This is an optimization exercise on Yosys and OpenROAD, whose aim is small area and a short achievable clock period, not a production implementation. Where RTL was checked, it was by simulation tests only, not by an equivalence proof against the original. The RTL of runs 1 to 5 was laid out without a check of its function. Power figures rest on the tool's default switching activity, not on a simulated workload.

File: design/flow/design.v
package cdma_img_fifo_128x11_pkg;
  localparam int DEPTH  = 128;
  localparam int WIDTH  = 11;
  localparam int ADDR_W = 7;
  localparam int CNT_W  = 8;
  typedef logic [ADDR_W-1:0] addr_t;
  typedef logic [CNT_W-1:0]  cnt_t;
  typedef logic [WIDTH-1:0]  data_t;
  localparam cnt_t FULL_CNT = 8'd128;
endpackage
module ram_128x11
(
  input  logic        clk,
  input  logic [7:0]  wlo,
  input  logic [15:0] whi,
  input  logic        we,
  input  logic [10:0] di,
  input  logic [7:0]  rlo,
  input  logic [15:0] rhi,
  output logic [10:0] q
);
  logic [10:0] mem_r [128];
  logic [10:0] grp_s [8];
  always_ff @(posedge clk) begin
    for (int k = 0; k < 128; k++) begin
      if (we & whi[k/8] & wlo[k%8]) begin
        mem_r[k] <= di;
      end
    end
  end
  always_comb begin
    for (int i = 0; i < 8; i++) begin
      grp_s[i] = '0;
      for (int j = 0; j < 16; j++) begin
        grp_s[i] = grp_s[i] | (mem_r[8*j+i] & {11{rhi[j]}});
      end
    end
    q = '0;
    for (int i = 0; i < 8; i++) begin
      q = q | (grp_s[i] & {11{rlo[i]}});
    end
  end
endmodule
module cdma_img_fifo_128x11
(
  input  logic             clk,
  input  logic             reset,
  input  logic             wr_req,
  output logic             wr_ready,
  input  logic [cdma_img_fifo_128x11_pkg::WIDTH-1:0] wr_data,
  output logic             rd_req,
  input  logic             rd_ready,
  output logic [cdma_img_fifo_128x11_pkg::WIDTH-1:0] rd_data,
  input  logic [31:0]      pwrbus_ram_pd
);
  logic  wr_req_in_r;                        
  cdma_img_fifo_128x11_pkg::data_t wr_data_in_r;
  logic  wr_ready_r;                         
  logic  wr_full_r;                          
  cdma_img_fifo_128x11_pkg::cnt_t  wr_count_r;
  logic [7:0]  wr_lo_r;                      
  logic [15:0] wr_hi_r;                      
  logic  wr_popping_r;                       
  logic  rd_pushing_r;                       
  cdma_img_fifo_128x11_pkg::cnt_t  rd_count_r;
  logic [7:0]  rd_lo_r;                      
  logic [15:0] rd_hi_r;                      
  logic  rd_req_p_r;                         
  logic  rd_req_int_r;                       
  cdma_img_fifo_128x11_pkg::data_t rd_data_r;
  cdma_img_fifo_128x11_pkg::data_t ram_q_s;
  logic  wr_accept_s;
  logic  wr_reserving_s;
  logic  wr_inc_s;
  logic  wr_dec_s;
  logic  wr_full_next_s;
  logic  wr_req_in_next_s;
  cdma_img_fifo_128x11_pkg::cnt_t  wr_count_next_s;
  logic  rd_popping_s;
  logic  rd_inc_s;
  logic  rd_dec_s;
  cdma_img_fifo_128x11_pkg::cnt_t  rd_count_next_s;
  logic  rd_req_p_next_s;
  logic  rd_req_int_next_s;
  always_comb begin
    wr_accept_s      = wr_req & wr_ready_r;
    wr_reserving_s   = wr_req_in_r & ~wr_full_r;
    wr_inc_s         = wr_reserving_s & ~wr_popping_r;
    wr_dec_s         = wr_popping_r & ~wr_reserving_s;
    if (wr_inc_s) begin
      wr_count_next_s = wr_count_r + 8'd1;
    end else if (wr_dec_s) begin
      wr_count_next_s = wr_count_r - 8'd1;
    end else begin
      wr_count_next_s = wr_count_r;
    end
    wr_full_next_s   = wr_full_r ? ~wr_popping_r : (wr_inc_s & (wr_count_r == 8'd127));
    wr_req_in_next_s = wr_accept_s | (wr_req_in_r & wr_full_r);
  end
  always_ff @(posedge clk) begin
    if (reset) begin
      wr_req_in_r  <= 1'b0;
      wr_ready_r   <= 1'b1;
      wr_full_r    <= 1'b0;
      wr_count_r   <= 8'd0;
      wr_lo_r      <= 8'd1;
      wr_hi_r      <= 16'd1;
      wr_popping_r <= 1'b0;
    end else begin
      wr_req_in_r  <= wr_req_in_next_s;
      wr_ready_r   <= ~(wr_req_in_next_s & wr_full_next_s);
      wr_full_r    <= wr_full_next_s;
      wr_count_r   <= wr_count_next_s;
      if (wr_reserving_s) begin
        wr_lo_r <= {wr_lo_r[6:0], wr_lo_r[7]};
        if (wr_lo_r[7]) wr_hi_r <= {wr_hi_r[14:0], wr_hi_r[15]};
      end
      wr_popping_r <= rd_popping_s;
    end
  end
  always_ff @(posedge clk) begin
    if (wr_accept_s) begin
      wr_data_in_r <= wr_data;
    end
  end
  always_comb begin
    rd_popping_s      = rd_req_p_r & (~rd_req_int_r | rd_ready);
    rd_inc_s          = rd_pushing_r & ~rd_popping_s;
    rd_dec_s          = rd_popping_s & ~rd_pushing_r;
    if (rd_inc_s) begin
      rd_count_next_s = rd_count_r + 8'd1;
    end else if (rd_dec_s) begin
      rd_count_next_s = rd_count_r - 8'd1;
    end else begin
      rd_count_next_s = rd_count_r;
    end
    rd_req_p_next_s   = rd_pushing_r | (rd_req_p_r & ~(rd_popping_s & (rd_count_r == 8'd1)));
    rd_req_int_next_s = rd_popping_s | (rd_req_int_r & ~rd_ready);
  end
  always_ff @(posedge clk) begin
    if (reset) begin
      rd_pushing_r <= 1'b0;
      rd_count_r   <= 8'd0;
      rd_lo_r      <= 8'd1;
      rd_hi_r      <= 16'd1;
      rd_req_p_r   <= 1'b0;
      rd_req_int_r <= 1'b0;
    end else begin
      rd_pushing_r <= wr_reserving_s;
      rd_count_r   <= rd_count_next_s;
      if (rd_popping_s) begin
        rd_lo_r <= {rd_lo_r[6:0], rd_lo_r[7]};
        if (rd_lo_r[7]) rd_hi_r <= {rd_hi_r[14:0], rd_hi_r[15]};
      end
      rd_req_p_r   <= rd_req_p_next_s;
      rd_req_int_r <= rd_req_int_next_s;
    end
  end
  ram_128x11 u_ram (
    .clk  (clk),
    .wlo  (wr_lo_r),
    .whi  (wr_hi_r),
    .we   (wr_reserving_s),
    .di   (wr_data_in_r),
    .rlo  (rd_lo_r),
    .rhi  (rd_hi_r),
    .q    (ram_q_s)
  );
  always_ff @(posedge clk) begin
    if (rd_popping_s) begin
      rd_data_r <= ram_q_s;
    end
  end
  assign wr_ready = wr_ready_r;
  assign rd_req   = rd_req_int_r;
  assign rd_data  = rd_data_r;
endmodule
File: design/flow/run.sh
#!/bin/bash
# synth_recipe.tcl (not shown) runs the flow's synth.tcl, then flattens the netlist and writes it again
# the make line also repeats each setting of config.mk as NAME=value (left out here)
make -C /OpenROAD-flow-scripts/flow DESIGN_CONFIG=/design/flow/config.mk WORK_HOME=/design/flow/orfs CLKGATE_MAP_FILE= SYNTH_SCRIPT=/design/flow/synth_recipe.tcl finish
File: design/flow/config.mk
export PLATFORM = sky130hd
export DESIGN_NAME = cdma_img_fifo_128x11
export DESIGN_NICKNAME = cdma_img_fifo_128x11
export VERILOG_FILES = /design/flow/design.v
export SDC_FILE = /design/flow/constraint.sdc
export NUM_CORES = 4
export LEC_CHECK = 0
export ABC_CLOCK_PERIOD_IN_PS = 2200
export CAP_MARGIN = 20
export CORE_MARGIN = 2
export CORE_UTILIZATION = 65
export CTS_CLUSTER_DIAMETER = 80
export CTS_CLUSTER_SIZE = 30
export SETUP_SLACK_MARGIN = 2.0
export SLEW_MARGIN = 20
File: design/flow/constraint.sdc
create_clock -name core_clock -period 4.2 [get_ports {clk}]
set_input_delay 0.8400 -clock core_clock [delete_from_list [all_inputs] [get_ports {clk}]]
set_output_delay 0.8400 -clock core_clock [all_outputs]
set_load 0.01 [all_outputs]
==> results.txt, run 1 <==
DR iter-0 viols=5154; routed len/inst=40.1 um; Pwr Density=395 mW/mm^2; Synth cell types=42; Mapped Area=0.0545 sq mm; status=finished clean; Clock Power Share=0.289; Critical Path Start=rd_hi_r[13]$_SDFFE_PP0P_; number of fill cells in the layout=4915; HP Class=primary input to flip-flop; Area growth, synth to finish=11.6%; static leakage=19.2 nW; antenna violations before repair=12; post-place setup slack=955 ps; Worst IR Drop VDD=505 uV; multi-input logic area=0.0104 sq mm; Tot Pwr=24.0 mW; RSZ-0062 raised after global routing=true; yosys warns=4; CTS Buf Count=56; port bufs=27; Mapped Nets=2991; Slew Limit Fails=0; hold_ws=420 ps; post-route ant nets=0; critical path launch point type=flip-flop; WHS Path Cells=2; worst reg2reg path depth=6; Tmin final=2420 ps; Clock transition at path regs=120 ps; vias in the first global route=30100; # DRC=0; IO Count=60; DR pass1 iterations=8; GR Util All Layers=0.387; Worst Setup EP=rd_data_r[10]$_DFFE_PP_; die area=0.0862 sq mm; GPL Wtd Cong=0.842; register area=0.0444 sq mm; final setup violation count=0; Clk Latency, worst-skew pair=700 ps; share of layout cells above drive strength 1=0.185; CP required=4620 ps; clk root buf=clkbuf_16; vias per cell=7.69; Pint=19.2 mW; Max-cap violations=0; mean instance size in the synthesized netlist=18.6 sq um; Final Util=0.730; critical-path maximum fanout=15; most frequent cells in the layout=1430 x edfxtp_1, 352 x a22o_1, 253 x a221oi_1, 110 x buf_4, 103 x nand4_1; Reg power frac=0.686; post-route clock skew=21.2 ps; HP Start=reset; largest net degree at the start of global routing=129; most common cell after layout, fill and taps aside=edfxtp_1; GRT overflow=0; Critical Path Sink Type=flip-flop; CP Data Arrival Time=2840 ps; Final period util=0.575; register area share after synthesis=0.814; row cnt=106; Post-synth EDFFs=1430; Hold Buf Count CTS=0; Final WS setup=1780 ps; Crit Reg-Reg Endpoint=rd_data_r[10]$_DFFE_PP_; Gate Count Post-Synth=2932; CTS sink cnt=1501; top_reg_cell synth=edfxtp_1; post-detail-place hpwl=83900 um; fmax=414 MHz; Initial Util=0.654; final layout net count=3071; Die H=294 um; Worst slew margin=0.316; Switching Power=4.78 mW; Detailed Route WL=166000 um; H-tree depth=2; Async SR Flop Fraction=0; global-route wire length before repair=229000 um; combinational share of power=0.025; r2r startpoint=rd_hi_r[13]$_SDFFE_PP0P_; via count=31900; Reg2Reg Setup Slack=1780 ps; Sw Share=0.199; CTS tree=built; worst slew pin tran=1030 ps; total negative slack=0 ps; Final Hold Viols=0; Synth Register Bits=1501; clk buf depth=3; Worst Path Class, Setup=flip-flop to flip-flop; core area=0.0833 sq mm; chip width=294 um
[layer usage]
| layer | routed length, um | GRT usage | share of wire | up-vias |
|---|---|---|---|---|
| li1 | - | - | - | 12600 |
| met1 | 60700 | 0.549 | 0.37 | 16400 |
| met2 | 75700 | 0.578 | 0.46 | 2368 |
| met3 | 21500 | 0.0952 | 0.13 | 440 |
| met4 | 8140 | 0.175 | 0.049 | 8 |
| met5 | 70 | 0 | 0.00042 | - |
[stage by stage]
| stage | cell area, sq um | std cells |
|---|---|---|
| after global placement | 56200 | 3914 |
| after detailed placement | 56200 | 3914 |
| after global routing | 60800 | 4130 |
| after CTS | 60400 | 4122 |
| after floorplan | 54700 | 2932 |
| final | 60800 | 4141 |
[layout make-up]
type                            count  area share
Antenna cell                       11    0.000453
Clock buffer                       91      0.0255
Clock inverter                      5    0.000926
Inverter                           26     0.00292
Multi-Input combinational cell   1200       0.171
Sequential cell                  1501       0.730
Tap cell                         1080      0.0222
Timing Repair Buffer              224      0.0463
Timing Repair inverter              3    0.000391
[sequential cells by signal (all words and copies together), names as in the netlist]
signal	cells
rd_count_r	8
wr_hi_r	16
wr_full_r	1
rd_data_r	11
wr_lo_r	8
wr_ready_r	1
rd_req_int_r	1
u_ram.mem_r	1408
rd_req_p_r	1
wr_req_in_r	1
rd_lo_r	8
wr_count_r	8
rd_pushing_r	1
wr_data_in_r	11
rd_hi_r	16
wr_popping_r	1
[what timing repair did]
action | 4_1_cts | 5_1_grt
resized for setup | 274 | 105
buffers inserted | 98 | 8
cloned | 14 | 0
endpoints found under the setup margin | 952 | 605
pin swaps | 87 | 57
[Yosys cell counts (all sizes together), types with 3 or more instances]
cell type	count	area share
a22o	352	0.057
a221oi	352	0.057
xor2	5	0.00080
nand2b	3	0.00034
and3	114	0.013
inv	26	0.0018
nor2	40	0.0028
nand3	4	0.00037
o21ai	3	0.00028
xnor2	6	0.00096
dfxtp	71	0.026
nand4	103	0.012
nor3	5	0.00046
mux2i	21	0.0039
buf	47	0.0041
nand2	64	0.0044
a21oi	44	0.0040
ha	11	0.0025
or3	4	0.00046
clkbuf	158	0.011
edfxtp	1430	0.79
a22oi	45	0.0062
[power groups by stage]
stage          Clock (mW)  Sequential (mW)  Combinational (mW)
2_1_floorplan           0             16.9               0.235
3_3_place_gp            0             16.8               0.502
3_5_place_dp            0             16.8               0.533
4_1_cts              6.90             16.5               0.560
5_1_grt              7.37             16.5               0.646
6_report             6.93             16.5               0.602
[how the worst min path moves through the flow]
| stage | endpoint |
|---|---|
| 6_report | wr_count_r[4]$_SDFFE_PP0P_ |
| 5_1_grt | wr_count_r[5]$_SDFFE_PP0P_ |
| 4_1_cts | wr_count_r[5]$_SDFFE_PP0P_ |
| 3_5_place_dp | wr_lo_r[7]$_SDFFE_PP0P_ |
| 3_3_place_gp | wr_lo_r[7]$_SDFFE_PP0P_ |
| 2_1_floorplan | rd_req_int_r$_SDFF_PP0_ |
[kinds of logic after synthesis]
logic type	synth area share
compound gates	0.125
xor+xnor	0.00177
fa+ha+maj	0.00289
buf+inv	0.0168
flops	0.814
mux	0.00406
simple gates	0.0355
[critical path, stage by stage, from the launching register on]
cell	delay, ps
dfxtp_4	440
buf_6	220
a22o_1	230
a221oi_1	260
nand4_1	340
a22oi_2	470
nand4_1	170
==> run 2, diff against run 1 <==
--- a/design/flow/design.v
+++ b/design/flow/design.v
@@ -18,4 +18,5 @@
   input  logic [7:0]  rlo,
   input  logic [15:0] rhi,
+  input  logic [15:0] rhi2,
   output logic [10:0] q
 );
@@ -33,5 +34,5 @@
       grp_s[i] = '0;
       for (int j = 0; j < 16; j++) begin
-        grp_s[i] = grp_s[i] | (mem_r[8*j+i] & {11{rhi[j]}});
+        grp_s[i] = grp_s[i] | (mem_r[8*j+i] & {11{(i < 4) ? rhi[j] : rhi2[j]}});
       end
     end
@@ -66,4 +67,5 @@
   logic [7:0]  rd_lo_r;                      
   logic [15:0] rd_hi_r;                      
+  logic [15:0] rd_hi2_r;                     
   logic  rd_req_p_r;                         
   logic  rd_req_int_r;                       
@@ -83,4 +85,14 @@
   logic  rd_req_p_next_s;
   logic  rd_req_int_next_s;
+  function automatic [7:0] cnt_inc(input [7:0] c);
+    for (int i = 0; i < 8; i++) begin
+      cnt_inc[i] = c[i] ^ ((c & ((8'd1 << i) - 8'd1)) == ((8'd1 << i) - 8'd1));
+    end
+  endfunction
+  function automatic [7:0] cnt_dec(input [7:0] c);
+    for (int i = 0; i < 8; i++) begin
+      cnt_dec[i] = c[i] ^ ((c & ((8'd1 << i) - 8'd1)) == 8'd0);
+    end
+  endfunction
   always_comb begin
     wr_accept_s      = wr_req & wr_ready_r;
@@ -89,7 +101,7 @@
     wr_dec_s         = wr_popping_r & ~wr_reserving_s;
     if (wr_inc_s) begin
-      wr_count_next_s = wr_count_r + 8'd1;
+      wr_count_next_s = cnt_inc(wr_count_r);
     end else if (wr_dec_s) begin
-      wr_count_next_s = wr_count_r - 8'd1;
+      wr_count_next_s = cnt_dec(wr_count_r);
     end else begin
       wr_count_next_s = wr_count_r;
@@ -129,7 +141,7 @@
     rd_dec_s          = rd_popping_s & ~rd_pushing_r;
     if (rd_inc_s) begin
-      rd_count_next_s = rd_count_r + 8'd1;
+      rd_count_next_s = cnt_inc(rd_count_r);
     end else if (rd_dec_s) begin
-      rd_count_next_s = rd_count_r - 8'd1;
+      rd_count_next_s = cnt_dec(rd_count_r);
     end else begin
       rd_count_next_s = rd_count_r;
@@ -144,4 +156,5 @@
       rd_lo_r      <= 8'd1;
       rd_hi_r      <= 16'd1;
+      rd_hi2_r     <= 16'd1;
       rd_req_p_r   <= 1'b0;
       rd_req_int_r <= 1'b0;
@@ -152,4 +165,5 @@
         rd_lo_r <= {rd_lo_r[6:0], rd_lo_r[7]};
         if (rd_lo_r[7]) rd_hi_r <= {rd_hi_r[14:0], rd_hi_r[15]};
+        if (rd_lo_r[7]) rd_hi2_r <= {rd_hi2_r[14:0], rd_hi2_r[15]};
       end
       rd_req_p_r   <= rd_req_p_next_s;
@@ -165,4 +179,5 @@
     .rlo  (rd_lo_r),
     .rhi  (rd_hi_r),
+    .rhi2 (rd_hi2_r),
     .q    (ram_q_s)
   );
--- a/design/flow/config.mk
+++ b/design/flow/config.mk
@@ -11,5 +11,5 @@
 export CORE_UTILIZATION = 65
 export CTS_CLUSTER_DIAMETER = 80
-export CTS_CLUSTER_SIZE = 30
+export CTS_CLUSTER_SIZE = 28
 export SETUP_SLACK_MARGIN = 2.0
 export SLEW_MARGIN = 20
==> results.txt, run 2 <==
status=finished clean; design area=0.0605 sq mm (-0.54%); Synth cell types=41 (-2.4%); met2 wire length=72300 um (-4.5%); most common cell after layout, fill and taps aside=edfxtp_1; Area growth, synth to finish=10.3%; met1 WL=61000 um (+0.65%); die area=0.0867 sq mm (+0.62%); Worst Path Class, Setup=flip-flop to flip-flop; routed len/inst=38.1 um (-5.1%); clk root buf=clkbuf_16; HP Class=flip-flop to flip-flop; Clock transition at path regs=110 ps (about the same); post-route ant nets=0 (unchanged); register area share after synthesis=0.815 (about the same); top_reg_cell synth=edfxtp_1; static leakage=18.7 nW (-2.2%); Final WS setup=1810 ps (+29.4 ps); max reg flops=1408 (unchanged); multi-input logic area=0.00998 sq mm (-3.9%); Hold Buf Count CTS=0 (unchanged); Async SR Flop Fraction=0 (unchanged); register area=0.0448 sq mm (+0.86%); port bufs=27 (unchanged); Final period util=0.568 (-0.00700); final layout net count=3111 (+1.3%); critical path launch point type=flip-flop; share of layout cells above drive strength 1=0.157 (-0.0274); Slew Limit Fails=0 (unchanged); r2r startpoint=rd_hi2_r[4]$_SDFFE_PP0P_; vias in the first global route=29600 (-1.6%); largest net degree at the start of global routing=129 (unchanged); global-route wire length before repair=220000 um (-3.9%); RSZ-0062 raised after global routing=true; HP Start=wr_lo_r[7]$_SDFFE_PP0P_; WL met3=20700 um (-3.9%); Critical Path Start=rd_hi2_r[4]$_SDFFE_PP0P_; worst slew pin tran=1150 ps (+128 ps); GPL Wtd Cong=0.866 (+2.8%); via count=31700 (-0.56%); CTS tree=built; fmax=419 MHz (+1.2%); post-route clock skew=31.5 ps (+10.3 ps); DR iter-0 viols=4925 (-4.4%); Worst IR Drop VDD=357 uV (-29%); clk buf depth=3 (unchanged); CP required=4630 ps (about the same); H-tree depth=2 (unchanged); Final Hold Viols=0 (unchanged); most frequent cells in the layout=1430 x edfxtp_1, 352 x a22o_1, 299 x a221oi_1, 128 x nand2_1; Detailed Route WL=160000 um (-3.7%); Tmin final=2390 ps (-29.4 ps); core area=0.0836 sq mm (+0.32%); critical-path maximum fanout=9 (-6); CP Data Arrival Time=2810 ps (-30 ps); mean instance size in the synthesized netlist=18.3 sq um (-1.7%); CTS sink cnt=1517 (+1.1%); DP Area=0.0564 sq mm (+0.31%); Max-cap violations=0 (unchanged); dominant cells by area after synthesis=edfxtp_1 78%, a221oi_1 5.6%, a22o_1 5.6%; Synth Register Bits=1517 (+1.1%); Final Util=0.724 (-0.00627); Worst slew margin=0.231 (-0.0842); post-place setup slack=818 ps (-137 ps); chip width=294 um (+0.31%); Post-synth EDFFs=1430 (unchanged); CTS Buf Count=60 (+7.1%); vias per cell=7.54 (-1.9%); Gate Count Post-Synth=3002 (+2.4%); most frequent cells after synthesis=1430 x edfxtp_1, 353 x a221oi_1, 352 x a22o_1; IO Count=60 (unchanged); yosys warns=4 (unchanged); Initial Util=0.656 (+0.00203); Largest Register=u_ram.mem_r; Pwr Density=401 mW/mm^2 (+1.6%); post-synth top area share=0.783 (-0.00493); # DRC=0 (unchanged); post-detail-place hpwl=86700 um (+3.3%); DR pass1 iterations=6 (-2); Mapped Area=0.0548 sq mm (+0.63%); most common cell in the synthesized netlist=edfxtp_1; DR top layer=met5; GRT overflow=0 (unchanged); final setup violation count=0 (unchanged); Clk Latency, worst-skew pair=690 ps (about the same); number of fill cells in the layout=5075 (+3.3%); GR Util All Layers=0.366 (-0.0205); Synth area leader=edfxtp_1; antenna violations before repair=10 (-2); Mapped Nets=3051 (+2.0%); Die H=294 um (+0.31%); row cnt=106 (unchanged); total negative slack=0 ps (unchanged); Critical Path Sink Type=flip-flop
run 2: changes by cell type after synthesis, moves of 16 or more:
cell      before  now
dfxtp_1       71   87
a21oi_1       44   75
nand2_1       64  130
clkbuf_1     158  132
buf_1         19   67
mux2i_1       21    1
run 2: repair_timing:
item,in CTS,in global routing
gates cloned,0,4
setup endpoints to repair,1184,125
gates resized for setup,275,67
buffers inserted,74,32
pin swaps,47,38
run 2: logic make-up after synthesis:
kind of cell,after synthesis,share of synthesized area
multiplexers,1,0.000183
buffers and inverters,233,0.0166
flip-flops,1517,0.815
AO/OA/AOI/OAI,829,0.126
adder cells (fa/ha/maj),2,0.000456
AND/OR/NAND/NOR,405,0.0396
XOR/XNOR,15,0.00240
run 2: worst max-delay path, cell delays in order (launching register included):
cell and delay (ps):
dfxtp_4 400, buf_4 210, a22o_1 240, a221oi_2 200
nand4_1 300, a22oi_2 600, nand4_1 150
run 2: power breakdown:
| part | internal, mW | switching [mW] |
|---|---|---|
| combinational | 0.125 | 0.355 |
| clock | 2.85 | 4.33 |
| sequential | 16.5 | 0.0741 |
| total | 19.5 | 4.76 |
run 2: path summary, 6_finish.rpt:
check                                               end  slack [ps]  depth (start not counted)
worst max-delay path             rd_data_r[4]$_DFFE_PP_        1810                          6
worst min register to register  wr_lo_r[7]$_SDFFE_PP0P_         510                          2
worst min-delay path            wr_lo_r[7]$_SDFFE_PP0P_         510                          2
worst max register to register   rd_data_r[4]$_DFFE_PP_        1810                          6
run 2: through the flow:
| step | total power, mW | hold slack, ps | std cells |
|---|---|---|---|
| finish | 24.3 | 510 | 4199 |
| global placement | 17.4 | 467 | 3970 |
| floorplan | 17.2 | 454 | 3002 |
| global route | 24.8 | 534 | 4191 |
| CTS | 24.2 | 495 | 4154 |
| detailed placement | 17.4 | 475 | 3970 |
run 2: cell type report:
cell class | count | share of cell area
clock buffers | 105 | 0.0281
repair inverters | 2 | 0.000290
repair buffers | 210 | 0.0399
well taps | 1080 | 0.0223
multi-input cells | 1252 | 0.165
clock inverters | 5 | 0.000869
inverters | 19 | 0.00240
flip-flops and latches | 1517 | 0.741
diodes | 9 | 0.000372
run 2: layer usage:
layer,GRT usage,up-vias
li1,-,12800
met1,0.540,16400
met2,0.545,2240
met3,0.0906,321
met4,0.120,12
met5,0.00624,-
==> run 3, diff against run 2 <==
==> design/flow/flow/run.sh (new file) <==
#!/bin/bash
# Standard ORFS layout (the standard.sh, unchanged synthesis), with the
# resizer allowed to change a cell's footprint when it sizes gates.
set -euo pipefail
bash standard.sh synth > flow_synth.log 2>&1
bash standard.sh MATCH_CELL_FOOTPRINT=0 finish > flow_layout.log 2>&1
==> design/flow/standard.sh (new file) <==
#!/bin/bash
# synth_recipe.tcl (not shown) runs the flow's synth.tcl, then flattens the netlist and writes it again
# the make line also repeats each setting of config.mk as NAME=value (left out here)
make -C /OpenROAD-flow-scripts/flow DESIGN_CONFIG=/design/flow/config.mk WORK_HOME=/design/flow/orfs CLKGATE_MAP_FILE= SYNTH_SCRIPT=/design/flow/synth_recipe.tcl "${@:-finish}"
removed: design/flow/run.sh
==> results.txt, run 3 <==
most frequent cells after synthesis=1430 x edfxtp_1, 353 x a221oi_1, 352 x a22o_1; post-route clock skew=32.0 ps (+0.543 ps); final setup violation count=0 (unchanged); Worst IR Drop VDD=414 uV (+16%); HP Start=wr_lo_r[7]$_SDFFE_PP0P_; HP Class=flip-flop to flip-flop; critical path launch point type=flip-flop; Slew Limit Fails=0 (unchanged); GR Util All Layers=0.373 (+0.00737); CP dominant cell by count=nand4_1; global-route wire length before repair=224000 um (+1.5%); via count=32000 (+0.94%); RSZ-0062 raised after global routing=true; critical-path maximum fanout=9 (unchanged); dominant cells by area after synthesis=edfxtp_1 78%, a221oi_1 5.6%, a22o_1 5.6%; Clock transition at path regs=110 ps (about the same); Largest Register=u_ram.mem_r; Reg power frac=0.682 (-0.002); most common cell after layout, fill and taps aside=edfxtp_1; Critical Path Start=rd_hi2_r[5]$_SDFFE_PP0P_; post-synth top area share=0.783 (unchanged); vias in the first global route=29700 (+0.074%); Async SR Flop Fraction=0 (unchanged); Worst slew margin=0.242 (+0.0107); Tmin final=2360 ps (-21.1 ps); Mapped Area=0.0548 sq mm (unchanged); yosys warns=4 (unchanged); H-tree depth=2 (unchanged); fin cells=4209 (+0.24%); CP cell instances=buf_4 -> a22o_1 -> a221oi_1 -> nand4_1 -> a22oi_2 -> nand4_1; max reg flops=1408 (unchanged); dpl cells=3974 (+0.10%); CP Data Arrival Time=2790 ps (-20 ps); largest net degree at the start of global routing=129 (unchanged); share of layout cells above drive strength 1=0.181 (+0.0234); CP required=4620 ps (about the same); DR iter-0 viols=4889 (-0.73%); Pint=19.5 mW (about the same); core area=0.0836 sq mm (unchanged); die area=0.0867 sq mm (unchanged); clk root buf=clkbuf_16; Final period util=0.563 (-0.00504); CTS Buf Count=60 (unchanged); vias per cell=7.60 (+0.70%); CTS tree=built; static leakage=19.1 nW (+1.7%); Final Hold Viols=0 (unchanged); top_reg_cell synth=edfxtp_1; Mapped Nets=3051 (unchanged); Worst Path Class, Setup=flip-flop to flip-flop; Synth cell types=41 (unchanged); worst slew pin tran=1140 ps (-17.6 ps); most frequent cells in the layout=1430 x edfxtp_1, 351 x a22o_1, 253 x a221oi_1, 128 x nand2_1, 101 x nand4_1; Die H=294 um (unchanged); Critical Path Sink Type=flip-flop; r2r startpoint=rd_hi2_r[5]$_SDFFE_PP0P_; GRT overflow=0 (unchanged); largest stage delay on the critical path=500 ps (-100 ps); hold_ws=505 ps (-5.49 ps); Synth area leader=edfxtp_1; total negative slack=0 ps (unchanged); post-route ant nets=0 (unchanged); Initial Util=0.656 (unchanged); Gate Count Post-Synth=3002 (unchanged); Switching Power=4.81 mW (+1.1%); DR pass1 iterations=5 (-1); Clock Power Share=0.297 (about the same); Post-synth EDFFs=1430 (unchanged); chip width=294 um (unchanged); combinational share of power=0.020 (about the same); row cnt=106 (unchanged); CTS sink cnt=1517 (unchanged); antenna violations before repair=7 (-3); post-detail-place hpwl=87000 um (+0.26%); port bufs=27 (unchanged); clk buf depth=3 (unchanged); routed len/inst=38.7 um (+1.7%); Clk Latency, worst-skew pair=710 ps (+20 ps); IO Count=60 (unchanged); Critical-path top delay cell=a22oi_2; mean instance size in the synthesized netlist=18.3 sq um (unchanged); Sw Share=0.198 (+0.00168); register area share after synthesis=0.815 (unchanged); final layout net count=3116 (+0.16%); most common cell in the synthesized netlist=edfxtp_1; # DRC=0 (unchanged); status=finished clean; Synth Register Bits=1517 (unchanged); fmax=423 MHz (+0.89%); Area growth, synth to finish=11.1%; Detailed Route WL=163000 um (+2.0%); Max-cap violations=0 (unchanged); GPL Wtd Cong=0.886 (+2.4%); Pwr Density=399 mW/mm^2 (-0.50%); Hold Buf Count CTS=0 (unchanged)
## run 3: cell types whose count changed in the layout (fill, tap and decap cells not counted), sizes merged
cell,delta
clkinv,-4
dlygate4sd2,-1
bufinv,-1
dlymetal6s2s,+2
clkdlybuf4s15,-1
clkbuf,+13
buf,-4
clkinvlp,-4
inv,+7
diode,+3
## run 3: path summary, 6_finish.rpt
check,cells past startpoint,slack (ps),endpoint
setup / recovery,6,1840,rd_data_r[6]$_DFFE_PP_
hold / removal,2,500,wr_lo_r[7]$_SDFFE_PP0P_
setup reg to reg,6,1840,rd_data_r[6]$_DFFE_PP_
hold reg to reg,2,500,wr_lo_r[7]$_SDFFE_PP0P_
## run 3: kinds of logic (layout without fill, tap and decap cells)
kind of cell,after synthesis,in the layout,share of synthesized area
flops,1517,1517,0.815
compound gates,829,829,0.126
simple gates,405,405,0.0396
buf+inv,233,348,0.0166
xor+xnor,15,15,0.00240
fa+ha+maj,2,2,0.000456
mux,1,1,0.000183
other cells,0,12,0
## run 3: stage by stage
stage	total power [mW]	cell area, sq um	setup WS [ps]	utilization
finish	24.3	61000	1840	0.729
global route	24.8	60900	1890	0.729
CTS	24.3	60300	1920	0.721
detailed placement	17.4	56400	792	0.675
global placement	17.4	56400	866	0.675
floorplan	17.2	54900	1930	-
## run 3: critical path: cells and delay by family (launching register included)
family,cells,cell delay (ps)
flip-flops,1,440
buffers and inverters,1,180
AO/OA/AOI/OAI,3,940
AND/OR/NAND/NOR,2,510
## run 3: power by group through the flow
stage               clock (mW)  combinational (mW)  sequential, mW
finish                    7.23               0.493            16.6
global route              7.69               0.522            16.6
CTS                       7.20               0.480            16.6
detailed placement           0               0.476            17.0
global placement             0               0.449            17.0
floorplan                    0               0.173            17.0
## run 3: layout make-up
class | instances | area (sq um)
inverter | 19 | 109
fill | 5022 | 22600
clock buffer | 107 | 1740
multi-input combinational | 1252 | 10300
timing repair buffer | 217 | 2550
tap | 1080 | 1350
sequential | 1517 | 44800
antenna | 12 | 30.0
clock inverter | 5 | 38.8
## run 3: per-layer routing
metal  routed length, um  global-route usage
met3               21800              0.0903
met5                  31                   0
met2               74500               0.567
met1               61000               0.545
met4                5620               0.117
## run 3: repair_timing
item	in CTS	in global routing
buffers inserted	82	28
gates resized for setup	297	65
gates cloned	1	0
setup endpoints to repair	1466	82
pin swaps	64	59
==> run 4, diff against run 3 <==
--- a/design/flow/design.v
+++ b/design/flow/design.v
@@ -19,4 +19,6 @@
   input  logic [15:0] rhi,
   input  logic [15:0] rhi2,
+  input  logic [15:0] rhi3,
+  input  logic [15:0] rhi4,
   output logic [10:0] q
 );
@@ -34,5 +36,5 @@
       grp_s[i] = '0;
       for (int j = 0; j < 16; j++) begin
-        grp_s[i] = grp_s[i] | (mem_r[8*j+i] & {11{(i < 4) ? rhi[j] : rhi2[j]}});
+        grp_s[i] = grp_s[i] | (mem_r[8*j+i] & {11{(i < 2) ? rhi[j] : (i < 4) ? rhi2[j] : (i < 6) ? rhi3[j] : rhi4[j]}});
       end
     end
@@ -68,4 +70,6 @@
   logic [15:0] rd_hi_r;                      
   logic [15:0] rd_hi2_r;                     
+  logic [15:0] rd_hi3_r;
+  logic [15:0] rd_hi4_r;
   logic  rd_req_p_r;                         
   logic  rd_req_int_r;                       
@@ -157,4 +161,6 @@
       rd_hi_r      <= 16'd1;
       rd_hi2_r     <= 16'd1;
+      rd_hi3_r     <= 16'd1;
+      rd_hi4_r     <= 16'd1;
       rd_req_p_r   <= 1'b0;
       rd_req_int_r <= 1'b0;
@@ -166,4 +172,6 @@
         if (rd_lo_r[7]) rd_hi_r <= {rd_hi_r[14:0], rd_hi_r[15]};
         if (rd_lo_r[7]) rd_hi2_r <= {rd_hi2_r[14:0], rd_hi2_r[15]};
+        if (rd_lo_r[7]) rd_hi3_r <= {rd_hi3_r[14:0], rd_hi3_r[15]};
+        if (rd_lo_r[7]) rd_hi4_r <= {rd_hi4_r[14:0], rd_hi4_r[15]};
       end
       rd_req_p_r   <= rd_req_p_next_s;
@@ -180,10 +188,10 @@
     .rhi  (rd_hi_r),
     .rhi2 (rd_hi2_r),
+    .rhi3 (rd_hi3_r),
+    .rhi4 (rd_hi4_r),
     .q    (ram_q_s)
   );
   always_ff @(posedge clk) begin
-    if (rd_popping_s) begin
-      rd_data_r <= ram_q_s;
-    end
+    rd_data_r <= rd_popping_s ? ram_q_s : (rd_data_r & {11{rd_req_int_r}});
   end
   assign wr_ready = wr_ready_r;
--- a/design/flow/config.mk
+++ b/design/flow/config.mk
@@ -11,5 +11,5 @@
 export CORE_UTILIZATION = 65
 export CTS_CLUSTER_DIAMETER = 80
-export CTS_CLUSTER_SIZE = 28
+export CTS_CLUSTER_SIZE = 30
 export SETUP_SLACK_MARGIN = 2.0
 export SLEW_MARGIN = 20
==> results.txt, run 4 <==
vias per cell=7.15 (-5.9%); yosys warns=4 (unchanged); Synth area leader=edfxtp_1; IO Count=60 (unchanged); DR top layer=met5; met1 WL=53300 um (-13%); Area growth, synth to finish=10.0%; post-route clock skew=24.6 ps (-7.45 ps); Detailed Route WL=144000 um (-12%); H-tree depth=2 (unchanged); most frequent cells in the layout=1419 x edfxtp_1, 360 x a22o_1, 215 x a221oi_1, 195 x nand2_1, 128 x a221oi_2; CP Data Arrival Time=3170 ps (+380 ps); post-detail-place hpwl=84400 um (-2.9%); CTS sink cnt=1549 (+2.1%); Final Hold Viols=0 (unchanged); Slew Limit Fails=0 (unchanged); RSZ-0062 raised after global routing=true; Die H=297 um (+0.81%); Mapped Nets=3168 (+3.8%); Async SR Flop Fraction=0 (unchanged); Max-cap violations=0 (unchanged); dominant cells by area after synthesis=edfxtp_1 76%, a22o_1 5.7%, a221oi_1 5.6%; GR Util All Layers=0.320 (-0.0539); chip width=297 um (+0.81%); max reg flops=1408 (unchanged); Mapped Area=0.0557 sq mm (+1.7%); Worst slew margin=0.214 (-0.0285); critical path launch point type=flip-flop; die area=0.0881 sq mm (+1.6%); WL met3=12900 um (-41%); largest stage delay on the critical path=1080 ps (+580 ps); DR pass1 iterations=8 (+3); # DRC=0 (unchanged); vias in the first global route=29800 (+0.29%); critical-path maximum fanout=5 (-4); register area share after synthesis=0.811 (-0.00372); Tmin final=2640 ps (+271 ps); CTS tree=built; final setup violation count=0 (unchanged); fmax=379 MHz (-10%); CP cell instances=buf_6 -> a22o_4 -> a221oi_4 -> nand4_1 -> a222oi_1 -> a31oi_1; delay-heaviest family, CP=compound AO/OA/AOI/OAI gates; Synth cell types=38 (-7.3%); antenna violations before repair=9 (+2); DP Area=0.0573 sq mm (+1.6%); Critical Path Sink Type=flip-flop; worst slew pin tran=1180 ps (+44.3 ps); Clk Latency, worst-skew pair=680 ps (-30 ps); Clock transition at path regs=110 ps (about the same); row cnt=107 (+0.94%); most common cell after layout, fill and taps aside=edfxtp_1; final layout net count=3185 (+2.2%); met2 wire length=72800 um (-2.4%); Final period util=0.628 (+0.0646); global-route wire length before repair=204000 um (-8.6%); design area=0.0613 sq mm (+0.64%); core area=0.0851 sq mm (+1.9%); routed len/inst=33.1 um (-15%); top_reg_cell synth=edfxtp_1; static leakage=19.4 nW (+1.8%); share of layout cells above drive strength 1=0.145 (-0.0359); CTS Buf Count=58 (-3.3%); HP Class=flip-flop to flip-flop; Post-synth EDFFs=1419 (-0.77%); GPL Wtd Cong=0.907 (+2.3%); largest net degree at the start of global routing=129 (unchanged); via count=31100 (-2.9%); Gate Count Post-Synth=3119 (+3.9%); CP Buf/Inv Count=1 (unchanged); Pwr Density=402 mW/mm^2 (+0.77%); CP required=4730 ps (+110 ps); number of fill cells in the layout=5251 (+4.6%); most common cell in the synthesized netlist=edfxtp_1; total negative slack=0 ps (unchanged); clk buf depth=3 (unchanged); status=finished clean; Worst Path Class, Setup=flip-flop to flip-flop; Synth Register Bits=1549 (+2.1%); mean instance size in the synthesized netlist=17.9 sq um (-2.2%); Initial Util=0.655 (-0.00163); clk root buf=clkbuf_16; GRT overflow=0 (unchanged); port bufs=27 (unchanged); DR iter-0 viols=3789 (-22%); post-synth top area share=0.764 (-0.0186); most frequent cells after synthesis=1419 x edfxtp_1, 363 x a22o_1, 357 x a221oi_1; Worst IR Drop VDD=429 uV (+3.8%); post-route ant nets=0 (unchanged); Largest Register=u_ram.mem_r; Critical-path top delay cell=a222oi_1
run 4: cell types whose count changed after synthesis, sizes merged, moves of 4 or more:
cell | previous run | this run
buf | 82 | 14
nand2 | 130 | 196
clkbuf | 132 | 180
dfxtp | 87 | 130
a21oi | 76 | 113
a22oi | 44 | 28
a22o | 352 | 363
edfxtp | 1430 | 1419
a221oi | 353 | 357
a222oi | 0 | 4
a31oi | 0 | 4
nand4 | 101 | 97
nor2 | 27 | 23
run 4: path summary, 6_finish.rpt:
path | startpoint | end | slack (ps) | cells past startpoint
setup / recovery | rd_hi_r[10]$_SDFFE_PP0P_ | rd_data_r[6]$_DFF_P_ | 1560 | 6
hold / removal | rd_count_r[7]$_SDFFE_PP0P_ | rd_count_r[7]$_SDFFE_PP0P_ | 510 | 2
setup reg to reg | rd_hi_r[10]$_SDFFE_PP0P_ | rd_data_r[6]$_DFF_P_ | 1560 | 6
hold reg to reg | rd_count_r[7]$_SDFFE_PP0P_ | rd_count_r[7]$_SDFFE_PP0P_ | 510 | 2
run 4: final cells by class:
cell class,instances,area (sq um),area share
clock inverter,4,60.1,0.000979
multi-input combinational,1357,11000,0.179
antenna,12,30.0,0.000490
timing repair buffer,150,1590,0.0259
tap,1144,1430,0.0233
inverter,20,106,0.00173
clock buffer,106,1740,0.0283
sequential,1549,45400,0.741
run 4: metal layers:
metal / track usage / up-vias
li1: - / 13100
met1: 0.433 / 16100
met2: 0.542 / 1576
met3: 0.0513 / 224
met4: 0.0944 / 2
met5: 0 / -
run 4: repair_timing:
| action | CTS | global route |
|---|---|---|
| gates cloned | 2 | 1 |
| resized for setup | 297 | 85 |
| buffers inserted | 47 | 16 |
| hold endpoints to repair | 0 | 0 |
| endpoints found under the setup margin | 1498 | 113 |
| hold buffers | 0 | 0 |
| pin swaps | 53 | 55 |
run 4: tightest hold or removal path: stages, from the launching register on:
cell and delay, ps:
dfxtp_1 340, o21ai_0 80, a21oi_1 60
run 4: cells by family after synthesis:
family	count (synthesis)	synth area share
muxes	2	0.000382
buffers and inverters	214	0.0147
and+or+nand+nor	463	0.0424
adders and majority gates	2	0.000449
xor gates and xnor gates	14	0.00220
AOI/OAI and AO/OA	875	0.129
DFF	1549	0.811
run 4: through the flow:
| step | power, mW | hold WS (ps) | utilization | setup slack [ps] | cells |
|---|---|---|---|---|---|
| 2_1_floorplan | 17.5 | 448 | - | 1770 | 3119 |
| 3_3_place_gp | 17.7 | 473 | 0.673 | 998 | 4154 |
| 3_5_place_dp | 17.8 | 478 | 0.673 | 958 | 4154 |
| 4_1_cts | 24.7 | 503 | 0.713 | 1690 | 4313 |
| 5_1_grt | 25.2 | 530 | 0.720 | 1560 | 4334 |
| 6_report | 24.7 | 513 | 0.720 | 1560 | 4342 |
run 4: power by group:
| group | leakage, nW | internal [mW] | switching, mW |
|---|---|---|---|
| clock network | 0.858 | 2.91 | 4.33 |
| registers | 13.9 | 16.8 | 0.0758 |
| logic | 4.67 | 0.150 | 0.395 |
| total | 19.4 | 19.9 | 4.80 |
==> run 5, diff against run 4 <==
==> design/flow/run.sh (new file) <==
#!/bin/bash
# synth_recipe.tcl (not shown) runs the flow's synth.tcl, then flattens the netlist and writes it again
# the make line also repeats each setting of config.mk as NAME=value (left out here)
make -C /OpenROAD-flow-scripts/flow DESIGN_CONFIG=/design/flow/config.mk WORK_HOME=/design/flow/orfs CLKGATE_MAP_FILE= SYNTH_SCRIPT=/design/flow/synth_recipe.tcl finish
removed: design/flow/flow/run.sh
removed: design/flow/standard.sh
==> results.txt, run 5 <==
status=finished clean; IO Count=60 (unchanged); HP Class=flip-flop to flip-flop; Largest Register=u_ram.mem_r; CTS Buf Count=58 (unchanged); largest net degree at the start of global routing=129 (unchanged); DR pass1 iterations=6 (-2); Stages on worst setup path=6 (unchanged); chip width=297 um (unchanged); most common cell in the synthesized netlist=edfxtp_1; CP cell instances=buf_12 -> a22o_1 -> a221oi_2 -> nand4_1 -> a222oi_1 -> a31oi_1; vias per cell=7.07 (-1.1%); Synth Register Bits=1549 (unchanged); mean instance size in the synthesized netlist=17.9 sq um (unchanged); worst slew pin tran=1150 ps (-31.7 ps); Async SR Flop Fraction=0 (unchanged); Worst Path Class, Setup=flip-flop to flip-flop; antenna violations before repair=6 (-3); Critical Path Start=rd_hi_r[5]$_SDFFE_PP0P_; share of layout cells above drive strength 1=0.133 (-0.0115); via count=30600 (-1.3%); max reg flops=1408 (unchanged); Worst Setup EP=rd_data_r[9]$_DFF_P_; yosys warns=4 (unchanged); port bufs=27 (unchanged); met1 WL=53700 um (+0.70%); post-place setup slack=983 ps (+25.6 ps); met2 wire length=71300 um (-2.0%); Worst IR Drop VDD=361 uV (-16%); Synth area leader=edfxtp_1; DR iter-0 viols=3646 (-3.8%); Final Hold Viols=0 (unchanged); Critical Path Sink Type=flip-flop; global-route wire length before repair=202000 um (-0.98%); dominant cells by area after synthesis=edfxtp_1 76%, a22o_1 5.7%, a221oi_1 5.6%; Mapped Area=0.0557 sq mm (unchanged); most frequent cells in the layout=1419 x edfxtp_1, 363 x a22o_1, 218 x a221oi_1, 195 x nand2_1, 129 x a221oi_2; most frequent cells after synthesis=1419 x edfxtp_1, 363 x a22o_1, 357 x a221oi_1; Clk Latency, worst-skew pair=680 ps (about the same); fmax=382 MHz (+0.64%); routed len/inst=32.7 um (-1.1%); worst reg2reg path depth=6 (unchanged); Max-cap violations=0 (unchanged); total negative slack=0 ps (unchanged); core area=0.0851 sq mm (unchanged); Worst slew margin=0.234 (+0.0201); Critical-path top delay cell=a222oi_1; CP required=4730 ps (about the same); row cnt=107 (unchanged); final layout net count=3169 (-0.50%); register area share after synthesis=0.811 (unchanged); Mapped Nets=3168 (unchanged); GR Util All Layers=0.317 (-0.00288); Reg2Reg Setup Slack=1580 ps (+20 ps); # DRC=0 (unchanged); Gate Count Post-Synth=3119 (unchanged); r2r startpoint=rd_hi_r[5]$_SDFFE_PP0P_; Pwr Density=403 mW/mm^2 (+0.32%); CTS sink cnt=1549 (unchanged); post-detail-place hpwl=83600 um (-0.98%); GRT overflow=0 (unchanged); CP Data Arrival Time=3150 ps (-20 ps); clk buf depth=3 (unchanged); CTS tree=built; delay-heaviest family, CP=compound AO/OA/AOI/OAI gates; static leakage=19.1 nW (-1.6%); Synth cell types=38 (unchanged); post-route clock skew=28.4 ps (+3.85 ps); post-synth top area share=0.764 (unchanged); GPL Wtd Cong=0.919 (+1.3%); number of fill cells in the layout=5345 (+1.8%); Clock transition at path regs=110 ps (about the same); Slew Limit Fails=0 (unchanged); Crit Reg-Reg Endpoint=rd_data_r[9]$_DFF_P_; Detailed Route WL=142000 um (-1.4%); RSZ-0062 raised after global routing=true; CP Buf/Inv Count=1 (unchanged); critical path launch point type=flip-flop; Final period util=0.624 (-0.00397); Post-synth EDFFs=1419 (unchanged); most common cell after layout, fill and taps aside=edfxtp_1; post-route ant nets=0 (unchanged); final setup violation count=0 (unchanged); Die H=297 um (unchanged); vias in the first global route=29600 (-0.68%); largest stage delay on the critical path=1050 ps (-30 ps); die area=0.0881 sq mm (unchanged); Hold Buf Count CTS=0 (unchanged); clk root buf=clkbuf_16; Final WS setup=1580 ps (+16.7 ps); critical-path maximum fanout=15 (+10); H-tree depth=2 (unchanged); Area growth, synth to finish=9.46%; DR top layer=met5; Tot Pwr=24.6 mW (-0.20%); Tmin final=2620 ps (-16.7 ps); Initial Util=0.655 (unchanged); top_reg_cell synth=edfxtp_1; WL met3=11600 um (-10%)
## run 5: power by group
part | switching, mW | internal (mW) | total (mW)
sequential | 0.0690 | 16.8 | 16.9
clock | 4.34 | 2.87 | 7.21
combinational | 0.390 | 0.138 | 0.528
## run 5: worst register-to-register path, stage by stage, from the launching register on
cell and delay (ps):
dfxtp_4 380, buf_12 160, a22o_1 220, a221oi_2 170, nand4_1 320, a222oi_1 1050, a31oi_1 180
## run 5: layer usage
| layer | global-route usage | vias to the layer above |
|---|---|---|
| met1 | 0.425 | 16000 |
| met2 | 0.533 | 1359 |
| li1 | - | 13100 |
| met3 | 0.0533 | 232 |
| met4 | 0.110 | 4 |
| met5 | 0 | - |
## run 5: timing repair
action / 4_1_cts / 5_1_grt
pin swaps: 58 / 27
setup buffers: 32 / 14
cloned: 2 / 1
setup endpoints to repair: 1037 / 76
gates resized for setup: 299 / 52
## run 5: cells by family after synthesis
| kind of cell | count (synthesis) | share of synthesized area |
|---|---|---|
| XOR/XNOR | 14 | 0.00220 |
| AO/OA/AOI/OAI | 875 | 0.129 |
| AND/OR/NAND/NOR | 463 | 0.0424 |
| buffers and inverters | 214 | 0.0147 |
| multiplexers | 2 | 0.000382 |
| flip-flops | 1549 | 0.811 |
| adder cells (fa/ha/maj) | 2 | 0.000449 |
## run 5: cell type report
class | count | area (sq um) | share of cell area
Timing Repair inverter | 1 | 6.26 | 0.000103
Sequential cell | 1549 | 45400 | 0.744
Clock inverter | 4 | 42.5 | 0.000697
Timing Repair Buffer | 133 | 1400 | 0.0230
Clock buffer | 105 | 1750 | 0.0286
Multi-Input combinational cell | 1357 | 10900 | 0.178
Inverter | 20 | 93.8 | 0.00154
Antenna cell | 17 | 42.5 | 0.000697
Tap cell | 1144 | 1430 | 0.0235
## run 5: worst min-delay path by stage
stage                                    start                    endpoint  slack (ps)  cells after the start
floorplan                rd_req_p_r$_SDFF_PP0_     rd_req_int_r$_SDFF_PP0_         450                      2
global placement         rd_req_p_r$_SDFF_PP0_     rd_req_int_r$_SDFF_PP0_         470                      2
detailed placement       rd_req_p_r$_SDFF_PP0_     rd_req_int_r$_SDFF_PP0_         470                      2
CTS                    wr_lo_r[7]$_SDFFE_PP0P_     wr_lo_r[7]$_SDFFE_PP0P_         500                      2
global route              wr_full_r$_SDFF_PP0_        wr_full_r$_SDFF_PP0_         540                      2
finish              rd_count_r[7]$_SDFFE_PP0P_  rd_count_r[7]$_SDFFE_PP0P_         520                      2
## run 5: per-stage QoR
stage | cells | utilization | hold slack, ps | cell area, sq um
finish | 4330 | 0.717 | 519 | 61000
global placement | 4154 | 0.673 | 466 | 57300
global route | 4313 | 0.716 | 543 | 61000
detailed placement | 4154 | 0.673 | 475 | 57300
floorplan | 3119 | - | 448 | 55800
CTS | 4297 | 0.711 | 504 | 60600
==> run 6, diff against run 5 <==
--- a/design/flow/design.v
+++ b/design/flow/design.v
@@ -19,7 +19,6 @@
   input  logic [15:0] rhi,
   input  logic [15:0] rhi2,
-  input  logic [15:0] rhi3,
-  input  logic [15:0] rhi4,
-  output logic [10:0] q
+  output logic [10:0] qa,
+  output logic [10:0] qb
 );
   logic [10:0] mem_r [128];
@@ -36,10 +35,12 @@
       grp_s[i] = '0;
       for (int j = 0; j < 16; j++) begin
-        grp_s[i] = grp_s[i] | (mem_r[8*j+i] & {11{(i < 2) ? rhi[j] : (i < 4) ? rhi2[j] : (i < 6) ? rhi3[j] : rhi4[j]}});
+        grp_s[i] = grp_s[i] | (mem_r[8*j+i] & {11{(i < 4) ? rhi[j] : rhi2[j]}});
       end
     end
-    q = '0;
-    for (int i = 0; i < 8; i++) begin
-      q = q | (grp_s[i] & {11{rlo[i]}});
+    qa = '0;
+    qb = '0;
+    for (int i = 0; i < 4; i++) begin
+      qa = qa | (grp_s[i] & {11{rlo[i]}});
+      qb = qb | (grp_s[i+4] & {11{rlo[i+4]}});
     end
   end
@@ -70,10 +71,10 @@
   logic [15:0] rd_hi_r;                      
   logic [15:0] rd_hi2_r;                     
-  logic [15:0] rd_hi3_r;
-  logic [15:0] rd_hi4_r;
   logic  rd_req_p_r;                         
   logic  rd_req_int_r;                       
-  cdma_img_fifo_128x11_pkg::data_t rd_data_r;
-  cdma_img_fifo_128x11_pkg::data_t ram_q_s;
+  cdma_img_fifo_128x11_pkg::data_t rd_data_a_r;    
+  cdma_img_fifo_128x11_pkg::data_t rd_data_b_r;    
+  cdma_img_fifo_128x11_pkg::data_t ram_qa_s;
+  cdma_img_fifo_128x11_pkg::data_t ram_qb_s;
   logic  wr_accept_s;
   logic  wr_reserving_s;
@@ -161,6 +162,4 @@
       rd_hi_r      <= 16'd1;
       rd_hi2_r     <= 16'd1;
-      rd_hi3_r     <= 16'd1;
-      rd_hi4_r     <= 16'd1;
       rd_req_p_r   <= 1'b0;
       rd_req_int_r <= 1'b0;
@@ -172,6 +171,4 @@
         if (rd_lo_r[7]) rd_hi_r <= {rd_hi_r[14:0], rd_hi_r[15]};
         if (rd_lo_r[7]) rd_hi2_r <= {rd_hi2_r[14:0], rd_hi2_r[15]};
-        if (rd_lo_r[7]) rd_hi3_r <= {rd_hi3_r[14:0], rd_hi3_r[15]};
-        if (rd_lo_r[7]) rd_hi4_r <= {rd_hi4_r[14:0], rd_hi4_r[15]};
       end
       rd_req_p_r   <= rd_req_p_next_s;
@@ -188,13 +185,13 @@
     .rhi  (rd_hi_r),
     .rhi2 (rd_hi2_r),
-    .rhi3 (rd_hi3_r),
-    .rhi4 (rd_hi4_r),
-    .q    (ram_q_s)
+    .qa   (ram_qa_s),
+    .qb   (ram_qb_s)
   );
   always_ff @(posedge clk) begin
-    rd_data_r <= rd_popping_s ? ram_q_s : (rd_data_r & {11{rd_req_int_r}});
+    rd_data_a_r <= rd_popping_s ? ram_qa_s : (rd_data_a_r & {11{rd_req_int_r}});
+    rd_data_b_r <= rd_popping_s ? ram_qb_s : (rd_data_b_r & {11{rd_req_int_r}});
   end
   assign wr_ready = wr_ready_r;
   assign rd_req   = rd_req_int_r;
-  assign rd_data  = rd_data_r;
+  assign rd_data  = rd_data_a_r | rd_data_b_r;
 endmodule
--- a/design/flow/config.mk
+++ b/design/flow/config.mk
@@ -9,7 +9,7 @@
 export CAP_MARGIN = 20
 export CORE_MARGIN = 2
-export CORE_UTILIZATION = 65
+export CORE_UTILIZATION = 70
 export CTS_CLUSTER_DIAMETER = 80
-export CTS_CLUSTER_SIZE = 30
+export CTS_CLUSTER_SIZE = 28
 export SETUP_SLACK_MARGIN = 2.0
 export SLEW_MARGIN = 20
==> results.txt, run 6 <==
static leakage=18.3 nW (-3.9%); final layout net count=3080 (-2.8%); largest family of logic cells by synthesized area=compound AO/OA/AOI/OAI gates; Mapped Nets=3113 (-1.7%); mean instance size in the synthesized netlist=18.0 sq um (+0.88%); post-synth top area share=0.771 (+0.00694); GPL Wtd Cong=0.859 (-6.6%); most frequent cells in the layout=1419 x edfxtp_1, 352 x a22o_1, 327 x a221oi_1, 130 x nand2_1, 92 x a21oi_1; Synth area leader=edfxtp_1; final setup violation count=0 (unchanged); Reg2Reg Setup Slack=1910 ps (+330 ps); register area=0.0449 sq mm (-1.0%); post-route clock skew=22.4 ps (-6.05 ps); top_reg_cell synth=edfxtp_1; CTS sink cnt=1528 (-1.4%); xor/xnor share of the synthesized area=0.00238 (+0.000179); routed len/inst=36.0 um (+10%); chip width=285 um (-4.0%); Largest Register=u_ram.mem_r; post-route ant nets=0 (unchanged); dpl cells=3981 (-4.2%); Pwr Density=409 mW/mm^2 (+1.4%); Synth cell types=42 (+11%); Clk Latency, worst-skew pair=680 ps (about the same); yosys warns=4 (unchanged); antenna violations before repair=2 (-4); most common cell in the synthesized netlist=edfxtp_1; number of fill cells in the layout=4405 (-18%); IO Count=60 (unchanged); post-place setup slack=1120 ps (+141 ps); r2r startpoint=rd_hi2_r[7]$_SDFFE_PP0P_; CTS Buf Count=60 (+3.4%); Worst Path Class, Setup=flip-flop to flip-flop; GR Util All Layers=0.357 (+0.0402); register area share after synthesis=0.811 (about the same); critical-path maximum fanout=24 (+9); GRT overflow=0 (unchanged); worst reg2reg path depth=5 (-1); Max-cap violations=0 (unchanged); most frequent cells after synthesis=1419 x edfxtp_1, 353 x a221oi_1, 352 x a22o_1; Final Util=0.758 (+0.0412); RSZ-0062 raised after global routing=true; dominant cells by area after synthesis=edfxtp_1 77%, a221oi_1 5.6%, a22o_1 5.6%; port bufs=27 (unchanged); total negative slack=0 ps (unchanged); post-detail-place hpwl=83000 um (-0.78%); hold path endpoint=rd_req_int_r$_SDFF_PP0_; multiplexer area fraction after synthesis=0.000181 (-0.000200); Post-synth EDFFs=1419 (unchanged); Mapped Area=0.0552 sq mm (-0.90%); global-route wire length before repair=207000 um (+2.1%); most common cell after layout, fill and taps aside=edfxtp_1; fin cells=4133 (-4.5%); die area=0.0812 sq mm (-7.9%); Tot Pwr=24.4 mW (-0.98%); clk buf depth=3 (unchanged); Critical Path Sink Type=flip-flop; critical path launch point type=flip-flop; core area=0.0786 sq mm (-7.7%); status=finished clean; Slew Limit Fails=0 (unchanged); WHS Path Cells=4 (+2); Detailed Route WL=149000 um (+5.1%); HP Start=rd_ready; Post-Synth Simple-Gate Area=0.0394 (-0.00303); share of layout cells above drive strength 1=0.129 (-0.00399); DR iter-0 viols=4933 (+35%); clk root buf=clkbuf_16; Final WS setup=1910 ps (+331 ps); Synth Register Bits=1528 (-1.4%); CP Data Arrival Time=2820 ps (-330 ps); vias in the first global route=29500 (-0.17%); # DRC=0 (unchanged); vias per cell=7.61 (+7.6%); row cnt=103 (-3.7%); HP Class=primary input to flip-flop; Die H=285 um (-4.0%); DR pass1 iterations=6 (unchanged); worst slew pin tran=1070 ps (-80.1 ps); Final period util=0.545 (-0.0788); Worst IR Drop VDD=482 uV (+33%); Worst slew margin=0.288 (+0.0544); max reg flops=1408 (unchanged); Area growth, synth to finish=7.85%; fmax=437 MHz (+14%); Tmin final=2290 ps (-331 ps); CTS tree=built; largest net degree at the start of global routing=129 (unchanged); Gate Count Post-Synth=3064 (-1.8%); Async SR Flop Fraction=0 (unchanged); Initial Util=0.703 (+0.0480); Clock transition at path regs=110 ps (about the same); via count=31500 (+2.7%); Final Hold Viols=0 (unchanged); compound-gate portion of the synthesized area=0.130 (+0.000808); CP required=4740 ps (about the same); H-tree depth=2 (unchanged); post-synthesis adder-cell area fraction=0.000453 (+0.00000408); Crit Reg-Reg Endpoint=rd_data_b_r[0]$_DFF_P_; multi-input logic area=0.0100 sq mm (-7.8%)
==> run 6: changes by cell type after synthesis, moves of 17 or more <==
cell	change
buf_2	+26
a21oi_1	-17
buf_1	+48
dfxtp_1	-21
a31oi_1	+18
clkbuf_1	-47
nand2_1	-65
==> run 6: logic make-up after synthesis <==
| family | after synthesis |
|---|---|
| buf+inv | 240 |
| compound gates | 873 |
| fa+ha+maj | 2 |
| mux | 1 |
| xor+xnor | 15 |
| simple gates | 405 |
| flops | 1528 |
==> run 6: layout make-up <==
class,count,area share
antenna,2,0.0000840
clock buffer,110,0.0290
clock inverter,2,0.000441
inverter,19,0.00223
multi-input combinational,1296,0.168
sequential,1528,0.754
tap,1050,0.0220
timing repair buffer,126,0.0238
==> run 6: how the worst max path moves through the flow <==
stage                                   start                          end  slack [ps]  cells after the start
floorplan           wr_data_in_r[0]$_DFFE_PP_  u_ram.mem_r[0][0]$_DFFE_PP_        1930                      0
global placement                     rd_ready      rd_hi_r[6]$_SDFFE_PP0P_        1150                      8
detailed placement                   rd_ready     rd_hi_r[13]$_SDFFE_PP0P_        1120                      8
CTS                    rd_data_b_r[7]$_DFF_P_                   rd_data[7]        1910                      2
global route           rd_data_b_r[7]$_DFF_P_                   rd_data[7]        1890                      2
finish               rd_hi2_r[7]$_SDFFE_PP0P_       rd_data_b_r[0]$_DFF_P_        1910                      5
==> run 6: power by group <==
part / switching (mW) / total [mW] / internal, mW / leakage [nW]
Combinational: 0.391 / 0.553 / 0.162 / 3.82
Sequential: 0.0823 / 16.7 / 16.6 / 13.7
Clock: 4.27 / 7.12 / 2.85 / 0.839
Total: 4.74 / 24.4 / 19.6 / 18.3
==> run 6: layer usage <==
layer / track usage / up-vias / wire length, um
met5: 0 / - / 13
met1: 0.510 / 16100 / 53700
li1: - / 12800 / -
met2: 0.569 / 2249 / 71300
met4: 0.133 / 2 / 6330
met3: 0.0586 / 328 / 17500
==> run 6: worst max-delay path, stage by stage, from the launching register on <==
cell and delay, ps:
dfxtp_2 550, buf_6 310, a221oi_1 400, nand4_1 330
a22oi_2 370, a31oi_1 160
==> run 6: stage by stage <==
stage	cell area, sq um	hold WS [ps]
after floorplan	55400	454
after global placement	56600	469
after detailed placement	56600	497
after CTS	59100	518
after global routing	59600	552
final	59600	499
==> run 6: what timing repair did <==
action	in CTS	in global routing
gates cloned	0	0
endpoints found under the setup margin	1508	83
pin swaps	28	27
gates resized for setup	266	28
setup buffers	8	30
hold buffers	0	0
==> run 7, diff against run 6 <==
--- a/design/flow/config.mk
+++ b/design/flow/config.mk
@@ -9,5 +9,5 @@
 export CAP_MARGIN = 20
 export CORE_MARGIN = 2
-export CORE_UTILIZATION = 70
+export CORE_UTILIZATION = 65
 export CTS_CLUSTER_DIAMETER = 80
 export CTS_CLUSTER_SIZE = 28
==> results.txt, run 7 <==
Area growth, synth to finish=8.90%; GPL Wtd Cong=0.870 (+1.3%); Worst slew margin=0.269 (-0.0194); Final period util=0.546 (+0.000667); DR pass1 iterations=8 (+2); mean instance size in the synthesized netlist=18.0 sq um (unchanged); total negative slack=0 ps (unchanged); dominant cells by area after synthesis=edfxtp_1 77%, a221oi_1 5.6%, a22o_1 5.6%; Final WS setup=1910 ps (-2.80 ps); Worst IR Drop VDD=338 uV (-30%); row cnt=106 (+2.9%); Async SR Flop Fraction=0 (unchanged); hold_ws=518 ps (+18.8 ps); Tot Pwr=24.5 mW (+0.64%); most common cell in the synthesized netlist=edfxtp_1; design area=0.0602 sq mm (+0.97%); Reg2Reg Setup Slack=1970 ps (+60 ps); final layout net count=3092 (+0.39%); HP Class=flip-flop to flip-flop; global-route wire length before repair=212000 um (+2.7%); yosys warns=4 (unchanged); Mapped Nets=3113 (unchanged); Clock transition at path regs=110 ps (about the same); CP required=3360 ps (-1380 ps); GR Util All Layers=0.346 (-0.0105); Clk Latency, worst-skew pair=690 ps (about the same); Max-cap violations=0 (unchanged); delay-heaviest family, CP=flip-flops; post-route clock skew=26.4 ps (+4.00 ps); critical-path maximum fanout=2 (-92%); Slew Limit Fails=0 (unchanged); register area share after synthesis=0.811 (unchanged); largest stage delay on the critical path=340 ps (-210 ps); antenna violations before repair=5 (+3); final setup violation count=0 (unchanged); Worst Path Class, Setup=flip-flop to output pin; most frequent cells in the layout=1419 x edfxtp_1, 352 x a22o_1, 299 x a221oi_1, 130 x nand2_1, 91 x a21oi_1; H-tree depth=2 (unchanged); HP Start=wr_lo_r[7]$_SDFFE_PP0P_; post-route ant nets=0 (unchanged); vias in the first global route=29500 (+0.051%); IO Count=60 (unchanged); static leakage=18.5 nW (+1.0%); Post-synth EDFFs=1419 (unchanged); Largest Register=u_ram.mem_r; # DRC=0 (unchanged); GRT overflow=0 (unchanged); Detailed Route WL=153000 um (+2.8%); CTS tree=built; CP Data Arrival Time=1450 ps (-1370 ps); post-synth top area share=0.771 (unchanged); chip width=296 um (+3.7%); largest net degree at the start of global routing=129 (unchanged); via count=31400 (-0.15%); most common cell after layout, fill and taps aside=edfxtp_1; CP cell instances=or2_4 -> buf_6; Initial Util=0.658 (-0.0447); Critical Path Start=rd_data_a_r[2]$_DFF_P_; CP Buf/Inv Count=1 (unchanged); Gate Count Post-Synth=3064 (unchanged); Synth Register Bits=1528 (unchanged); CTS sink cnt=1528 (unchanged); worst slew pin tran=1100 ps (+29.1 ps); post-detail-place hpwl=85400 um (+2.9%); Tmin final=2290 ps (+2.80 ps); clk buf depth=3 (unchanged); fmax=436 MHz (-0.12%); Synth area leader=edfxtp_1; routed len/inst=36.2 um (+0.47%); Synth cell types=42 (unchanged); Critical-path top delay cell=dfxtp_2; Die H=296 um (+3.7%); die area=0.0873 sq mm (+7.6%); DP Area=0.0568 sq mm (+0.36%); vias per cell=7.42 (-2.4%); clk root buf=clkbuf_16; Mapped Area=0.0552 sq mm (unchanged); top_reg_cell synth=edfxtp_1; Pwr Density=408 mW/mm^2 (-0.33%); max reg flops=1408 (unchanged); most frequent cells after synthesis=1419 x edfxtp_1, 353 x a221oi_1, 352 x a22o_1; r2r startpoint=rd_hi2_r[0]$_SDFFE_PP1P_; port bufs=27 (unchanged); core area=0.0840 sq mm (+6.8%); RSZ-0062 raised after global routing=true; post-place setup slack=1240 ps (+120 ps); status=finished clean; CTS Buf Count=60 (unchanged); Critical Path Sink Type=output pin; Final Hold Viols=0 (unchanged); critical path launch point type=flip-flop; DR iter-0 viols=4356 (-12%); share of layout cells above drive strength 1=0.141 (+0.0117)
==> run 7: metrics by stage <==
stage               utilization  instances
floorplan                     -       3064
global placement          0.677       4068
detailed placement        0.677       4068
CTS                       0.710       4205
global route              0.717       4229
finish                    0.717       4230
==> run 7: repair_timing <==
action,4_1_cts,5_1_grt
endpoints found under the hold margin,0,0
gates resized for setup,264,57
hold buffers,0,0
endpoints found under the setup margin,1472,201
cloned,1,0
pin swaps,38,31
buffers inserted,22,24
==> run 7: worst paths after layout <==
check / end / cells after the start
worst min-delay path: wr_lo_r[7]$_SDFFE_PP0P_ / 2
worst max register to register: rd_data_b_r[6]$_DFF_P_ / 6
worst max-delay path: rd_data[2] / 2
worst min register to register: wr_lo_r[7]$_SDFFE_PP0P_ / 2
==> run 7: layer usage <==
layer	track usage	share of wire	up-vias
li1	-	-	12800
met1	0.506	0.37	16200
met2	0.546	0.47	2154
met3	0.0623	0.12	280
met4	0.101	0.036	8
met5	0	0.00029	-
==> run 7: power by group <==
group / internal [mW] / switching, mW / total (mW)
Combinational: 0.179 / 0.416 / 0.595
Sequential: 16.6 / 0.0812 / 16.7
Clock: 2.85 / 4.38 / 7.23
==> run 7: layout make-up <==
class                      count  area, sq um
tap                         1134         1420
inverter                      19          134
multi-input combinational   1296        10300
timing repair buffer         138         1640
fill                        5094        23800
sequential                  1528        44900
clock inverter                 3         23.8
clock buffer                 111         1750
antenna                        1         2.50
==> run 7: worst min-delay path: cells and delay by family (launching register included) <==
kind / cells / cell delay, ps
compound gates: 1 / 60
flops: 1 / 350
simple gates: 1 / 70
==> run 7: kinds of logic after synthesis <==
family,synth area share
multiplexers,0.000181
adder cells (fa/ha/maj),0.000453
buffers and inverters,0.0172
XOR/XNOR,0.00238
AO/OA/AOI/OAI,0.130
AND/OR/NAND/NOR,0.0394
flip-flops,0.811

-- static timing again, ports no longer ideal --
How much do the figures lean on ideal ports? The routed layouts below were timed once more, with nothing changed but the port constraints. Step 1, drivers: a clkbuf_16 drives clk and a buf_2 each remaining input, both assumed. Step 2 times the ports against the registers' clock, not the clock port: input delays grow and output delays shrink by t, the midpoint of the rising clock arrivals with the driver on. Slacks: ideal ports / drivers / drivers and shift; pairs: ideal ports / drivers.
run	t (ns)	setup slack, ns	clock arrival spread, ns
run 1	0.752	1.785 / 1.785 / 1.620	0.021 / 0.021
run 2	0.747	1.814 / 1.814 / 1.409	0.031 / 0.032
run 3	0.772	1.835 / 1.835 / 1.394	0.040 / 0.040
run 4	0.744	1.564 / 1.564 / 1.480	0.026 / 0.026
run 5	0.747	1.580 / 1.580 / 1.388	0.034 / 0.034
run 6	0.743	1.911 / 1.847 / 1.634	0.026 / 0.026
run 7	0.756	1.908 / 1.832 / 1.355	0.029 / 0.030
After both steps setup and hold are still met in every run listed. The setup slack of run 7, which loses most, moves by -0.076 ns with the drivers and by -0.553 ns with both steps.
